This is an optimization exercise on Yosys and OpenROAD, whose aim is small area, a short achievable clock period and few clock cycles per item, not a production implementation. At most, simulation tests tie the RTL to the original design; equivalence was not proved.

==> flow/design.v (excerpt) <==
module fft_dit_top (
   input  logic        clk,
   input  logic        rst_n,
   input  logic [15:0] in_x,
   input  logic        in_nd,
   output logic [15:0] out_x,
   output logic        out_nd,
   output logic        overflow
);
Settings: LEC_CHECK=0, ABC_CLOCK_PERIOD_IN_PS=3500, CAP_MARGIN=20, CORE_MARGIN=2, CORE_UTILIZATION=40, SETUP_SLACK_MARGIN=5, SLEW_MARGIN=20; clock period 9.0 ns.
standard.sh (not shown) runs the stock make flow with config.mk's settings and CLKGATE_MAP_FILE= SYNTH_SCRIPT=/design/flow/synth_recipe.tcl, a recipe that flattens the netlist after the stock synthesis.
==> flow/flow/run.sh <==
#!/bin/bash
set -euo pipefail
bash standard.sh SETUP_SLACK_MARGIN=5.5 finish > standard_flow.log 2>&1
Testbench counts at the start, summed over its fixed seeds: cycles 7,040, frames 384.
Change:
--- a/flow/design.v
+++ b/flow/design.v
@@ -183,48 +183,46 @@
    input  logic [15:0] in_x,
    input  logic        in_nd,
    output logic [15:0] out_x,
    output logic        out_nd,
    output logic        overflow
 );
    logic [3:0]  wcnt;        
    logic [15:0] d8 [8];
-   logic [15:0] d4 [4];
-   logic [15:0] d4x;         
+   logic [15:0] d4 [5];
    logic [15:0] c1s, c1d;
    bf_w0 u_bf0 (.a(d8[7]), .b(in_x), .s(c1s), .d(c1d));
    always_ff @(posedge clk) begin
       if (in_nd) begin
          d8[0] <= wcnt[3] ? c1d : in_x;
          for (int n = 1; n < 8; n++) d8[n] <= d8[n-1];
          d4[0] <= c1s;
-         for (int n = 1; n < 4; n++) d4[n] <= d4[n-1];
+         for (int n = 1; n < 5; n++) d4[n] <= d4[n-1];
       end
    end
    logic [15:0] c1s_q, c1d_q;
    logic        v;
    logic [3:0]  cnt;
    always_ff @(posedge clk) begin
       c1s_q <= c1s;
       c1d_q <= c1d;
-      d4x   <= d4[3];
       cnt   <= wcnt;
    end
    always_ff @(posedge clk or negedge rst_n) begin
       if (!rst_n) begin
          v    <= 1'b0;
          wcnt <= '0;
       end else begin
          v <= in_nd;
          if (in_nd) wcnt <= wcnt + 4'd1;
       end
    end
    logic [15:0] g_in [4];
-   bf_w0 u_bf1a (.a(d4x), .b(c1s_q), .s(g_in[0]), .d(g_in[2]));
+   bf_w0 u_bf1a (.a(d4[4]), .b(c1s_q), .s(g_in[0]), .d(g_in[2]));
    bf_w4 u_bf1b (.a(d8[4]), .b(c1d_q), .s(g_in[1]), .d(g_in[3]));
    logic [9:0]  xp_in [2], xq_in [2];
    always_comb begin
       xp_in[0] = {{2{g_in[1][7]}},  g_in[1][7:0]}  + {{2{g_in[1][15]}}, g_in[1][15:8]};
       xq_in[0] = {{2{g_in[1][15]}}, g_in[1][15:8]} - {{2{g_in[1][7]}},  g_in[1][7:0]};
       xp_in[1] = {{2{g_in[3][15]}}, g_in[3][15:8]} - {{2{g_in[3][7]}},  g_in[3][7:0]};
       xq_in[1] = 10'd0 - {{2{g_in[3][7]}}, g_in[3][7:0]} - {{2{g_in[3][15]}}, g_in[3][15:8]};
    end
@@ -247,24 +245,26 @@
    always_ff @(posedge clk or negedge rst_n) begin
       if (!rst_n) yv <= 1'b0;
       else        yv <= v & cnt[3] & cnt[2];
    end
    logic [15:0] ya [4];
    logic [15:0] yb [4];
    logic [15:0] da [4];
    logic [15:0] db [4];
+   logic [15:0] y2h;         
    logic [9:0]  xp2h, xq2h;  
    logic        st;          
    logic        c2;          
    logic        y01;         
    logic        u1, u2;      
    logic        se, sh, sg;
    always_ff @(posedge clk) begin
       if (c2) begin
+         y2h  <= y_q[2];
          xp2h <= xp_q[1];
          xq2h <= xq_q[1];
       end
    end
    always_ff @(posedge clk or negedge rst_n) begin
       if (!rst_n) begin
          st  <= 1'b0;
          c2  <= 1'b0;
@@ -286,17 +286,17 @@
       end
    end
    logic        e02, h02, g02;    
    logic [15:0] a02, b02, s02, d02;
    assign e02 = se;
    assign h02 = sh;
    assign g02 = sg;
    assign a02 = g02 ? (h02 ? yb[2] : ya[2]) : (h02 ? yb[0] : ya[0]);
-   assign b02 = g02 ? (h02 ? y_q[2] : db[2]) : y_q[0];
+   assign b02 = g02 ? (h02 ? y_q[2] : y2h) : y_q[0];
    bf_w04 u_bf02 (.rot(g02), .a(a02), .b(b02), .s(s02), .d(d02));
    logic        e13p, h13p, g13p;
    assign e13p = se;
    assign h13p = sh;
    assign g13p = sg;
    logic [9:0]  xp13, xq13;
    assign xp13 = g13p ? (h13p ? xp_q[1] : xp2h) : xp_q[0];
    assign xq13 = g13p ? (h13p ? xq_q[1] : xq2h) : xq_q[0];
@@ -333,17 +333,16 @@
             if (!yj[0]) ya[k] <= y_q[k];
             else        yb[k] <= y_q[k];
          end
          if (!yj[0]) ya[3] <= y_q[3];
          else        yb[3] <= y_q[3];
       end
       if (v & (cnt == 4'd12)) ya[1] <= g_in[1];
       if (v & (cnt == 4'd13)) yb[1] <= g_in[1];
-      if (c2) db[2] <= y_q[2];
       if (e02) begin
          if (!h02) begin
             ya[{g02, 1'b0}] <= s02;
             da[{g02, 1'b0}] <= d02;
          end else begin
             yb[{g02, 1'b0}] <= s02;
             db[{g02, 1'b0}] <= d02;
          end
Effect: Final area is higher by 3.0%. Count of clock-buffer cells in the layout is higher by 12. Die area is higher by 2.1%. Critical path depth is higher by 4. First-iteration DRC count is higher by 6.7%. Via count is higher by 2.8%. Synthesized cell count is higher by 2.1%. Sequential cell count is higher by 16. Routed wire length is higher by 2.0%. Core utilization is higher by 0.44 points. Setup slack gains 0.053 ns.
Testbench counts after the change, summed over its fixed seeds: cycles 7,040, frames 384.

Setup of run a:
Another version of the RTL of fft_dit_top (not shown whole).
For scale: about 3500 cells after synthesis, roughly 790 flip-flops, roughly 37 I/O pins, about 42000 sq um of cells after synthesis.
## fft_dit_top
module fft_dit_top (
   input  logic        clk,
   input  logic        rst_n,
   input  logic [15:0] in_x,
   input  logic        in_nd,
   output logic [15:0] out_x,
   output logic        out_nd,
   output logic        overflow
);
clock: 9.0 ns
lec_check: 0
abc_clock_period_in_ps: 3500
cap_margin: 20
core_margin: 2
core_utilization: 40
cts_buf_list: sky130_fd_sc_hd__clkbuf_4
cts_cluster_size: 12
setup_slack_margin: 5
slew_margin: 20
tns_end_percent: 20
Scripts as last shown in full above: flow/flow/run.sh
Testbench counts of run a, summed over its fixed seeds: cycles 6,848, frames 384.
For run b, these inputs were changed with respect to run a:
--- a/flow/design.v
+++ b/flow/design.v
@@ -40,27 +40,24 @@
             qc = 16'd64;
          end
       endcase
    end
    logic [15:0] sp, cp, sq, cq;
    tw_tree u_tp (.x1(r1), .x2(r2), .x3(r3), .x4(r4), .x5(r5), .k(pc), .s(sp), .c(cp));
    tw_tree u_tq (.x1(q1), .x2(q2), .x3(q3), .x4(q4), .x5(q5), .k(qc), .s(sq), .c(cq));
    logic [6:0] lop, loq;
-   logic [5:0] zx, zo;
-   logic       nz;
+   logic [7:0] lcp;
    assign lop = {1'b0, sp[5:0]} + {1'b0, cp[5:0]};
+   assign lcp = {2'b0, sp[5:0]} + {2'b0, cp[5:0]} + 8'd63;
    assign loq = {1'b0, sq[5:0]} + {1'b0, cq[5:0]};
-   assign zx  = sp[5:0] ^ cp[5:0];
-   assign zo  = {sp[4:0] | cp[4:0], 1'b0};
-   assign nz  = (zx != zo);
    assign hp  = sp[14:6];
    assign lp  = cp[14:6];
    assign cfp = lop[6];
-   assign ccp = {lop[6] & nz, lop[6] ^ nz};
+   assign ccp = lcp[7:6];
    assign hq  = sq[14:6];
    assign lq  = cq[14:6];
    assign cfq = loq[6];
 endmodule
 module tw_tree (
    input  logic [15:0] x1, x2, x3, x4, x5, k,
    output logic [15:0] s,
    output logic [15:0] c
@@ -308,17 +305,17 @@
       h13   <= sh;
       g13   <= sg;
    end
    always_ff @(posedge clk or negedge rst_n) begin
       if (!rst_n) e13 <= 1'b0;
       else        e13 <= se;
    end
    logic [15:0] a13, s13, d13;
-   always_ff @(posedge clk) a13 <= sg ? (sh ? yb[3] : ya[3]) : (sh ? yb[1] : ya[1]);
+   assign a13 = g13 ? (h13 ? yb[3] : ya[3]) : (h13 ? yb[1] : ya[1]);
    logic [8:0] sr13, si13, dr13, di13;
    assign sr13 = {a13[7],  a13[7:0]}  + qh_re + ql_re + qc_re;
    assign si13 = {a13[15], a13[15:8]} + qh_im + ql_im + qc_im;
    assign dr13 = {a13[7],  a13[7:0]}  - qh_re - ql_re - qc_re;
    assign di13 = {a13[15], a13[15:8]} - qh_im - ql_im - qc_im;
    assign s13 = {si13[8:1], sr13[8:1]};
    assign d13 = {di13[8:1], dr13[8:1]};
    always_ff @(posedge clk) begin
==> comparison <==
Run b: done, clean on timing, DRC and antenna
Run b vs run a: clock-buffer cell count down in run b
Compared run a against run b; tightest hold margin within noise.
Synthesized cell count in run b is 64 higher than in run a
Taking run a as the reference, in run b I/O pin count comparable; cell count rose by 1.5%; utilization has increased.
Run b ended up with a higher count of distinct cell types in the synthesized netlist than run a did.
Between run b and run a, the placement-stage cell area figures differ only marginally.
Classification of the worst setup path: reg2reg -> run b, reg2out -> run a
Run b vs run a: sequential cell count down in run b
Run b: critical path depth is 10 higher than what run a reported.
Max proportion of cell area occupied by registers across run a and run b: run a
Only the layout flow was run in run b; the RTL was not checked for function there.

static timing again, ports no longer ideal:
How much do the figures lean on ideal ports? The routed layouts below were timed once more, with nothing changed but the port constraints. Step 1 sets driving cells, clkbuf_16 on the clock port and buf_2 on the other inputs (assumed; they add their load-dependent delay and slew). Step 2, shift: input delay + t, output delay - t, t = (earliest + latest rising clock arrival at the registers) / 2. This alone moves slack from input paths to output paths. Three values: ideal ports, drivers, drivers and shift; two values: the first two.
| run | t, ns | slack for setup (ns) | worst data-port slew with drivers (ns) |
|---|---|---|---|
| the first run of note 1 | 0.705 | 5.454 / 5.454 / 4.944 | 0.04 |
| the second run of note 1 | 0.714 | 5.507 / 5.507 / 4.913 | 0.04 |
| run a | 1.139 | 5.286 / 5.220 / 4.655 | 0.04 |
| run b | 1.140 | 5.376 / 5.376 / 4.690 | 0.10 |
After both steps every run listed still meets setup and hold. The setup slack of run b, which loses most, moves by 0.000 ns with the drivers and by -0.686 ns with both steps.
